What follows belongs to an exercise in optimizing a design on an open flow for small area; a production flow would make more cautious choices.
Power figures rest on the tool's default switching activity, not on a simulated workload.

==> inputs of v11 <==
==> flow/design.v <==
package flowCtrlPkg;
  localparam int DEST_W = 2;
  localparam int NUM_CH = 1 << DEST_W;
  typedef logic [NUM_CH-1:0] chMask_t;
  typedef enum logic [2:0] {
    stReset,
    stInit,
    stIdle,
    stActive,
    stPause,
    stContinue,
    stError
  } fsmState_e;
endpackage
`timescale 1ns/1ps
module syncFifo #(
  parameter int WORD_W     = 8,
  parameter int DEPTH      = 8,
  parameter int CNT_W      = 4,
  parameter bit GUARD_PUSH = 1'b1,   
  parameter bit GUARD_POP  = 1'b1    
) (
  input  logic              CLK,
  input  logic              arstN,
  input  logic              push,
  input  logic [WORD_W-1:0] pushData,
  input  logic              pop,
  output logic [WORD_W-1:0] popData,
  output logic [CNT_W-1:0]  count,
  output logic              empty,
  output logic              full
);
  logic [DEPTH-1:0][WORD_W-1:0] mem;
  logic [DEPTH-1:0]             sel;
  logic                         doPush;
  logic                         doPop;
  assign empty  = (count == '0);
  assign full   = count[CNT_W-1];
  assign doPush = GUARD_PUSH ? (push && !full) : push;
  assign doPop  = GUARD_POP ? (pop && !empty) : pop;
  always_comb begin
    sel = '0;
    for (int k = 1; k <= DEPTH; k++) begin
      if (count == CNT_W'(k)) begin
        sel = DEPTH'(1 << (k - 1));
      end
    end
  end
  for (genvar i = 0; i < DEPTH; i++) begin : gEntry
    fifoRow #(.WORD_W(WORD_W)) row_i (
      .CLK(CLK), .load(doPush), .keep(!doPush),
      .d((i == 0) ? pushData : mem[(i == 0) ? 0 : i-1]), .q(mem[i])
    );
  end
  fifoReadMux #(.WORD_W(WORD_W), .DEPTH(DEPTH)) readMux_i (
    .sel(sel), .mem(mem), .data(popData)
  );
  always_ff @(posedge CLK or negedge arstN) begin
    if (!arstN) begin
      count <= '0;
    end else begin
      for (int k = 0; k <= DEPTH; k++) begin
        if (count == CNT_W'(k)) begin
          if (doPush && !doPop) begin
            count <= CNT_W'(k + 1);
          end else if (doPop && !doPush) begin
            count <= CNT_W'(k - 1);
          end
        end
      end
    end
  end
endmodule
module fifoRow #(
  parameter int WORD_W = 8
) (
  input  logic              CLK,
  input  logic              load,
  input  logic              keep,
  input  logic [WORD_W-1:0] d,
  output logic [WORD_W-1:0] q
);
  always_ff @(posedge CLK) begin
    q <= ({WORD_W{load}} & d) | ({WORD_W{keep}} & q);
  end
endmodule
module fifoReadMux #(
  parameter int WORD_W = 8,
  parameter int DEPTH  = 8
) (
  input  logic [DEPTH-1:0]             sel,
  input  logic [DEPTH-1:0][WORD_W-1:0] mem,
  output logic [WORD_W-1:0]            data
);
  always_comb begin
    data = '0;
    for (int i = 0; i < DEPTH; i++) begin
      data = data | ({WORD_W{sel[i]}} & mem[i]);
    end
  end
endmodule
`timescale 1ns/1ps
module flowCtrlFsm #(
  parameter int DEPTH = 8,
  parameter int CNT_W = 4
) (
  input  logic                                      CLK,
  input  logic                                      arstN,
  input  logic                                      init,
  input  flowCtrlPkg::chMask_t                      inEmpty,
  input  flowCtrlPkg::chMask_t                      outFull,
  input  logic [flowCtrlPkg::NUM_CH-1:0][CNT_W-1:0] outCount,
  input  logic [CNT_W-1:0]                          lowThreshIn,
  input  logic [CNT_W-1:0]                          highThreshIn,
  output flowCtrlPkg::chMask_t                      outPaused,
  output logic                                      arbEnable,
  output logic                                      initBusy,
  output logic                                      idle,
  output flowCtrlPkg::chMask_t                      stbPause,
  output flowCtrlPkg::chMask_t                      stbContinue,
  output flowCtrlPkg::chMask_t                      error,
  output flowCtrlPkg::fsmState_e                    state
);
  flowCtrlPkg::fsmState_e nextState;
  flowCtrlPkg::chMask_t   almostFull;
  flowCtrlPkg::chMask_t   almostEmpty;
  flowCtrlPkg::chMask_t   afPrev;
  flowCtrlPkg::chMask_t   aePrev;
  flowCtrlPkg::chMask_t   pausedQ;
  flowCtrlPkg::chMask_t   pauseRise;
  flowCtrlPkg::chMask_t   contRise;
  logic [CNT_W-1:0]       lowThresh;
  logic [CNT_W-1:0]       highThresh;
  logic                   eventsOn;
  logic                   runNext;
  function automatic logic geq(input logic [CNT_W-1:0] a, input logic [CNT_W-1:0] b);
    logic r;
    r = 1'b1;
    for (int i = 0; i < CNT_W; i++) begin
      r = (a[i] & ~b[i]) | ((a[i] | ~b[i]) & r);
    end
    geq = r;
  endfunction
  always_comb begin
    for (int d = 0; d < flowCtrlPkg::NUM_CH; d++) begin
      almostFull[d]  = geq(outCount[d], highThresh);
      almostEmpty[d] = geq(lowThresh, outCount[d]);
    end
  end
  assign eventsOn = (state == flowCtrlPkg::stActive) || (state == flowCtrlPkg::stPause) ||
                    (state == flowCtrlPkg::stContinue);
  assign arbEnable = eventsOn || (state == flowCtrlPkg::stIdle);
  assign runNext = (nextState == flowCtrlPkg::stIdle) || (nextState == flowCtrlPkg::stActive) ||
                   (nextState == flowCtrlPkg::stPause) || (nextState == flowCtrlPkg::stContinue);
  assign initBusy = (state == flowCtrlPkg::stInit);
  assign pauseRise = eventsOn ? (almostFull & ~afPrev & ~pausedQ) : '0;
  assign contRise  = eventsOn ? (almostEmpty & ~aePrev & pausedQ) : '0;
  assign outPaused = pausedQ;
  always_comb begin
    nextState = state;
    case (state)
      flowCtrlPkg::stReset: begin
        nextState = flowCtrlPkg::stInit;
      end
      flowCtrlPkg::stInit: begin
        if (!init) begin
          nextState = flowCtrlPkg::stIdle;
        end
      end
      flowCtrlPkg::stIdle: begin
        if (|outFull) begin
          nextState = flowCtrlPkg::stError;
        end else if (!(&inEmpty)) begin
          nextState = flowCtrlPkg::stActive;
        end
      end
      flowCtrlPkg::stActive, flowCtrlPkg::stPause, flowCtrlPkg::stContinue: begin
        if (|outFull) begin
          nextState = flowCtrlPkg::stError;
        end else if (|pauseRise) begin
          nextState = flowCtrlPkg::stPause;
        end else if (|contRise) begin
          nextState = flowCtrlPkg::stContinue;
        end else begin
          nextState = flowCtrlPkg::stActive;
        end
      end
      flowCtrlPkg::stError: begin
        nextState = flowCtrlPkg::stError;
      end
      default: begin
        nextState = flowCtrlPkg::stReset;
      end
    endcase
  end
  always_ff @(posedge CLK or negedge arstN) begin
    if (!arstN) begin
      state       <= flowCtrlPkg::stReset;
      stbPause    <= '0;
      stbContinue <= '0;
      pausedQ     <= '0;
      error       <= '0;
      afPrev      <= '0;
      aePrev      <= '0;
      idle        <= 1'b0;
      lowThresh   <= '0;
      highThresh  <= CNT_W'(DEPTH);
    end else begin
      state       <= nextState;
      stbPause    <= pauseRise;
      stbContinue <= contRise;
      pausedQ     <= (pausedQ & ~contRise) | pauseRise;
      error       <= error | outFull;
      idle        <= runNext && (&inEmpty);
      afPrev      <= eventsOn ? almostFull : '0;
      aePrev      <= eventsOn ? almostEmpty : '0;
      if (state == flowCtrlPkg::stInit) begin
        lowThresh  <= lowThreshIn;
        highThresh <= (highThreshIn > CNT_W'(DEPTH)) ? CNT_W'(DEPTH) : highThreshIn;
      end
    end
  end
endmodule
`timescale 1ns/1ps
module rrArbiter #(
  parameter int WORD_W = 8
) (
  input  logic                                       CLK,
  input  logic                                       arstN,
  input  logic                                       enable,
  input  flowCtrlPkg::chMask_t                       inEmpty,
  input  logic [flowCtrlPkg::NUM_CH-1:0][WORD_W-1:0] inHead,
  output flowCtrlPkg::chMask_t                       inPop,
  input  flowCtrlPkg::chMask_t                       outBlocked,
  output flowCtrlPkg::chMask_t                       outPush,
  output logic [WORD_W-1:0]                          outWord,
  output flowCtrlPkg::chMask_t                       creditReturn
);
  localparam int IDX_W = $clog2(flowCtrlPkg::NUM_CH);
  flowCtrlPkg::chMask_t eligible;
  logic [IDX_W-1:0]     lastGrant;
  logic                 grantedQ;
  logic [IDX_W-1:0]     grant;
  logic [IDX_W-1:0]     idx;
  logic                 found;
  always_comb begin
    for (int i = 0; i < flowCtrlPkg::NUM_CH; i++) begin
      eligible[i] = enable && !inEmpty[i]
                    && !outBlocked[inHead[i][WORD_W-1 -: flowCtrlPkg::DEST_W]];
    end
  end
  always_comb begin
    found = 1'b0;
    grant = lastGrant;
    for (int k = 1; k <= flowCtrlPkg::NUM_CH; k++) begin
      idx = lastGrant + IDX_W'(k);
      if (!found && eligible[idx]) begin
        found = 1'b1;
        grant = idx;
      end
    end
  end
  always_comb begin
    inPop   = '0;
    outPush = '0;
    outWord = '0;
    for (int i = 0; i < flowCtrlPkg::NUM_CH; i++) begin
      if (found && grant == IDX_W'(i)) begin
        inPop[i] = 1'b1;
        outWord  = inHead[i];
      end
    end
    if (found) begin
      outPush[outWord[WORD_W-1 -: flowCtrlPkg::DEST_W]] = 1'b1;
    end
  end
  always_comb begin
    creditReturn = '0;
    creditReturn[lastGrant] = grantedQ;
  end
  always_ff @(posedge CLK or negedge arstN) begin
    if (!arstN) begin
      lastGrant <= IDX_W'(flowCtrlPkg::NUM_CH - 1);
      grantedQ  <= 1'b0;
    end else begin
      grantedQ <= found;
      if (found) begin
        lastGrant <= grant;
      end
    end
  end
endmodule
`timescale 1ns/1ps
module vcSwitch #(
  parameter int WORD_W = 8,
  parameter int DEPTH  = 8,
  parameter int CNT_W  = $clog2(DEPTH + 1)
) (
  input  logic                                       CLK,
  input  logic                                       arstN,
  input  logic                                       init,
  input  logic [CNT_W-1:0]                           lowThreshIn,
  input  logic [CNT_W-1:0]                           highThreshIn,
  input  flowCtrlPkg::chMask_t                       inPush,
  input  logic [flowCtrlPkg::NUM_CH-1:0][WORD_W-1:0] inData,
  output flowCtrlPkg::chMask_t                       creditReturn,
  input  flowCtrlPkg::chMask_t                       outPop,
  output logic [flowCtrlPkg::NUM_CH-1:0][WORD_W-1:0] outData,
  output flowCtrlPkg::chMask_t                       outEmpty,
  output logic                                       idle,
  output logic                                       initBusy,
  output flowCtrlPkg::chMask_t                       stbPause,
  output flowCtrlPkg::chMask_t                       stbContinue,
  output flowCtrlPkg::chMask_t                       error,
  output flowCtrlPkg::fsmState_e                     state
);
  localparam int PAY_W = WORD_W - flowCtrlPkg::DEST_W;
  flowCtrlPkg::chMask_t                       inEmpty;
  flowCtrlPkg::chMask_t                       inPop;
  flowCtrlPkg::chMask_t                       outPush;
  logic [flowCtrlPkg::NUM_CH-1:0][WORD_W-1:0] inHead;
  logic [WORD_W-1:0]                          outWord;
  logic [flowCtrlPkg::NUM_CH-1:0][CNT_W-1:0]  outCount;
  logic                                       arbEnable;
  flowCtrlPkg::chMask_t                       outFull;
  flowCtrlPkg::chMask_t                       outPaused;
  for (genvar ch = 0; ch < flowCtrlPkg::NUM_CH; ch++) begin : gChan
    logic [PAY_W-1:0] outPayload;
    syncFifo #(.WORD_W(WORD_W), .DEPTH(DEPTH), .CNT_W(CNT_W),
               .GUARD_PUSH(1'b1), .GUARD_POP(1'b0)) inFifo_i (
      .CLK(CLK), .arstN(arstN),
      .push(inPush[ch]), .pushData(inData[ch]),
      .pop(inPop[ch]), .popData(inHead[ch]),
      .count(), .empty(inEmpty[ch]), .full()
    );
    syncFifo #(.WORD_W(PAY_W), .DEPTH(DEPTH), .CNT_W(CNT_W),
               .GUARD_PUSH(1'b0), .GUARD_POP(1'b1)) outFifo_i (
      .CLK(CLK), .arstN(arstN),
      .push(outPush[ch]), .pushData(outWord[PAY_W-1:0]),
      .pop(outPop[ch]), .popData(outPayload),
      .count(outCount[ch]), .empty(outEmpty[ch]), .full(outFull[ch])
    );
    assign outData[ch] = {flowCtrlPkg::DEST_W'(ch), outPayload};
  end
  rrArbiter #(.WORD_W(WORD_W)) rrArbiter_i (
    .CLK(CLK), .arstN(arstN),
    .enable(arbEnable),
    .inEmpty(inEmpty), .inHead(inHead), .inPop(inPop),
    .outBlocked(outPaused | outFull),
    .outPush(outPush), .outWord(outWord),
    .creditReturn(creditReturn)
  );
  flowCtrlFsm #(.DEPTH(DEPTH), .CNT_W(CNT_W)) flowCtrlFsm_i (
    .CLK(CLK), .arstN(arstN),
    .init(init), .inEmpty(inEmpty),
    .outFull(outFull), .outCount(outCount),
    .lowThreshIn(lowThreshIn), .highThreshIn(highThreshIn),
    .outPaused(outPaused),
    .arbEnable(arbEnable), .initBusy(initBusy), .idle(idle),
    .stbPause(stbPause), .stbContinue(stbContinue),
    .error(error), .state(state)
  );
endmodule
==> flow/run.sh <==
#!/bin/bash
# synth_recipe.tcl (not shown) runs the flow's synth.tcl, then flattens the netlist and writes it again
# the make line also repeats each setting of config.mk as NAME=value (left out here)
make -C /OpenROAD-flow-scripts/flow DESIGN_CONFIG=/design/flow/config.mk WORK_HOME=/design/flow/orfs CLKGATE_MAP_FILE= SYNTH_SCRIPT=/design/flow/synth_recipe.tcl finish
==> flow/config.mk <==
export PLATFORM = sky130hd
export DESIGN_NAME = vcSwitch
export DESIGN_NICKNAME = vcSwitch
export VERILOG_FILES = /design/flow/design.v
export SDC_FILE = /design/flow/constraint.sdc
export NUM_CORES = 4
export LEC_CHECK = 0
export CAP_MARGIN = 20
export CORE_MARGIN = 2
export CORE_UTILIZATION = 40
export CTS_BUF_LIST = sky130_fd_sc_hd__clkbuf_16
export CTS_CLUSTER_DIAMETER = 80
export CTS_CLUSTER_SIZE = 30
export SLEW_MARGIN = 20
export SYNTH_HIERARCHICAL = 1
export SYNTH_MINIMUM_KEEP_SIZE = 0
==> flow/constraint.sdc <==
create_clock -name core_clock -period 5.0 [get_ports {CLK}]
set_input_delay 1.0000 -clock core_clock [delete_from_list [all_inputs] [get_ports {CLK}]]
set_output_delay 1.0000 -clock core_clock [all_outputs]
set_load 0.01 [all_outputs]
==> v12: changes against v11 <==
==> flow/design.v, changed modules only <==
module syncFifo #(
  parameter int WORD_W     = 8,
  parameter int DEPTH      = 8,
  parameter int CNT_W      = 4,
  parameter bit GUARD_PUSH = 1'b1,   
  parameter bit GUARD_POP  = 1'b1    
) (
  input  logic              CLK,
  input  logic              arstN,
  input  logic              push,
  input  logic [WORD_W-1:0] pushData,
  input  logic              pop,
  output logic [WORD_W-1:0] popData,
  output logic [CNT_W-1:0]  count,
  output logic              empty,
  output logic              full
);
  logic [DEPTH-1:0][WORD_W-1:0] mem;
  logic [DEPTH-1:0]             sel;
  logic                         doPush;
  logic                         doPop;
  assign empty  = (count == '0);
  assign full   = count[CNT_W-1];
  assign doPush = GUARD_PUSH ? (push && !full) : push;
  assign doPop  = GUARD_POP ? (pop && !empty) : pop;
  always_comb begin
    sel[DEPTH-1] = count[CNT_W-1];
    for (int k = 1; k < DEPTH; k++) begin
      sel[k-1] = (count[CNT_W-2:0] == (CNT_W-1)'(k));
    end
  end
  for (genvar i = 0; i < DEPTH; i++) begin : gEntry
    fifoRow #(.WORD_W(WORD_W)) row_i (
      .CLK(CLK), .load(doPush), .keep(!doPush),
      .d((i == 0) ? pushData : mem[(i == 0) ? 0 : i-1]), .q(mem[i])
    );
  end
  fifoReadMux #(.WORD_W(WORD_W), .DEPTH(DEPTH)) readMux_i (
    .sel(sel), .mem(mem), .data(popData)
  );
  logic up;
  logic down;
  logic [CNT_W-1:0] carry;
  logic [CNT_W-1:0] borrow;
  assign up   = doPush && !doPop;
  assign down = doPop && !doPush;
  always_comb begin
    carry[0]  = 1'b1;
    borrow[0] = 1'b1;
    for (int i = 1; i < CNT_W; i++) begin
      carry[i]  = carry[i-1] && count[i-1];
      borrow[i] = borrow[i-1] && !count[i-1];
    end
  end
  always_ff @(posedge CLK or negedge arstN) begin
    if (!arstN) begin
      count <= '0;
    end else begin
      count <= count ^ (({CNT_W{up}} & carry) | ({CNT_W{down}} & borrow));
    end
  end
endmodule
module fifoReadMux #(
  parameter int WORD_W = 8,
  parameter int DEPTH  = 8
) (
  input  logic [DEPTH-1:0]             sel,
  input  logic [DEPTH-1:0][WORD_W-1:0] mem,
  output logic [WORD_W-1:0]            data
);
  for (genvar b = 0; b < WORD_W; b++) begin : gBit
    logic lo;
    logic mid;
    aoi222 lo_i (
      .a1(sel[0]), .a2(mem[0][b]), .b1(sel[1]), .b2(mem[1][b]),
      .c1(sel[2]), .c2(mem[2][b]), .y(lo)
    );
    aoi222 mid_i (
      .a1(sel[3]), .a2(mem[3][b]), .b1(sel[4]), .b2(mem[4][b]),
      .c1(sel[5]), .c2(mem[5][b]), .y(mid)
    );
    aoi22Nand hi_i (
      .a1(sel[6]), .a2(mem[6][b]), .b1(sel[7]), .b2(mem[7][b]),
      .p(lo), .q(mid), .y(data[b])
    );
  end
endmodule
module aoi222 (
  input  logic a1,
  input  logic a2,
  input  logic b1,
  input  logic b2,
  input  logic c1,
  input  logic c2,
  output logic y
);
  assign y = !((a1 && a2) || (b1 && b2) || (c1 && c2));
endmodule
module aoi22Nand (
  input  logic a1,
  input  logic a2,
  input  logic b1,
  input  logic b2,
  input  logic p,
  input  logic q,
  output logic y
);
  assign y = !(p && q && !((a1 && a2) || (b1 && b2)));
endmodule
==> flow/flow/run.sh (new file) <==
#!/bin/bash
# The standard layout, with two changes to what the tools are told:
#  - port buffers are the smallest buffer cell instead of the tool's pick
#  - CTS inserts no dummy loads, and clusters sinks under large leaf buffers
set -euo pipefail
export BUFFER_PORTS_ARGS="-buffer_cell sky130_fd_sc_hd__buf_1"
export CTS_ARGS="-sink_clustering_enable -repair_clock_nets -dont_use_dummy_load -buf_list sky130_fd_sc_hd__clkbuf_16 -sink_clustering_size 30 -sink_clustering_max_diameter 80"
bash standard.sh > standard.log 2>&1
==> flow/standard.sh (new file) <==
#!/bin/bash
# synth_recipe.tcl (not shown) runs the flow's synth.tcl, then flattens the netlist and writes it again
# the make line also repeats each setting of config.mk as NAME=value (left out here)
make -C /OpenROAD-flow-scripts/flow DESIGN_CONFIG=/design/flow/config.mk WORK_HOME=/design/flow/orfs CLKGATE_MAP_FILE= SYNTH_SCRIPT=/design/flow/synth_recipe.tcl "${@:-finish}"
CAP_MARGIN = 0   (was 20)
CTS_BUF_LIST = default   (was sky130_fd_sc_hd__clkbuf_16)
CTS_CLUSTER_DIAMETER = default   (was 80)
CTS_CLUSTER_SIZE = default   (was 30)
SLEW_MARGIN = 0   (was 20)
removed: flow/run.sh
==> flow_results.xml <==
<?xml version="1.0" encoding="UTF-8"?>
<metrics>
  <group name="pwr">
    <metric name="static_leak" unit="nW">8.73</metric>
    <metric name="p_seq" unit="mW">7.05</metric>
  </group>
  <group name="layout">
    <metric name="final.fill_count" unit="">4867</metric>
    <metric name="num-clock-buffers" unit="">28</metric>
  </group>
  <group name="die">
    <metric name="num_tap_cells" unit="">680</metric>
  </group>
  <group name="run_status">
    <metric name="status" unit="">no timing/DRC/antenna violations</metric>
  </group>
  <group name="timing">
    <metric name="final_cycle_share" unit="%">96.7</metric>
  </group>
</metrics>
the above is filed under v12

==> flow_results.xml <==
<?xml version="1.0" encoding="UTF-8"?>
<metrics>
  <group name="die">
    <metric name="num_tap_cells" unit="">696</metric>
  </group>
  <group name="run_status">
    <metric name="status" unit="">no timing/DRC/antenna violations</metric>
  </group>
  <group name="pwr">
    <metric name="p_seq" unit="mW">4.16</metric>
    <metric name="static_leak" unit="nW">8.91</metric>
  </group>
  <group name="timing">
    <metric name="final_cycle_share" unit="%">95.8</metric>
  </group>
</metrics>
the above is filed under v11

No run of this note included a check of the RTL's function; only the layout flow was run.

re-timing with driven ports:
No port has a modelled driver above. Below, the same layouts with a new extraction and two added sets of constraints. Step 1, drivers: a clkbuf_16 drives CLK and a buf_2 each remaining input, both assumed. Step 2 also shifts input and output timing later by t, the mid clock arrival at the registers, as if the neighbouring blocks saw the same clock. a / b / c = no drivers / after step 1 / after step 2; a / b = the first two.
run | t (ns) | setup slack, ns | worst data-port slew with drivers (ns)
v11 | 0.653 | 0.211 / 0.211 / 0.211 | 0.09
v12 | 0.638 | 0.166 / 0.166 / 0.166 | 0.09
After both steps every run listed still meets setup and hold.
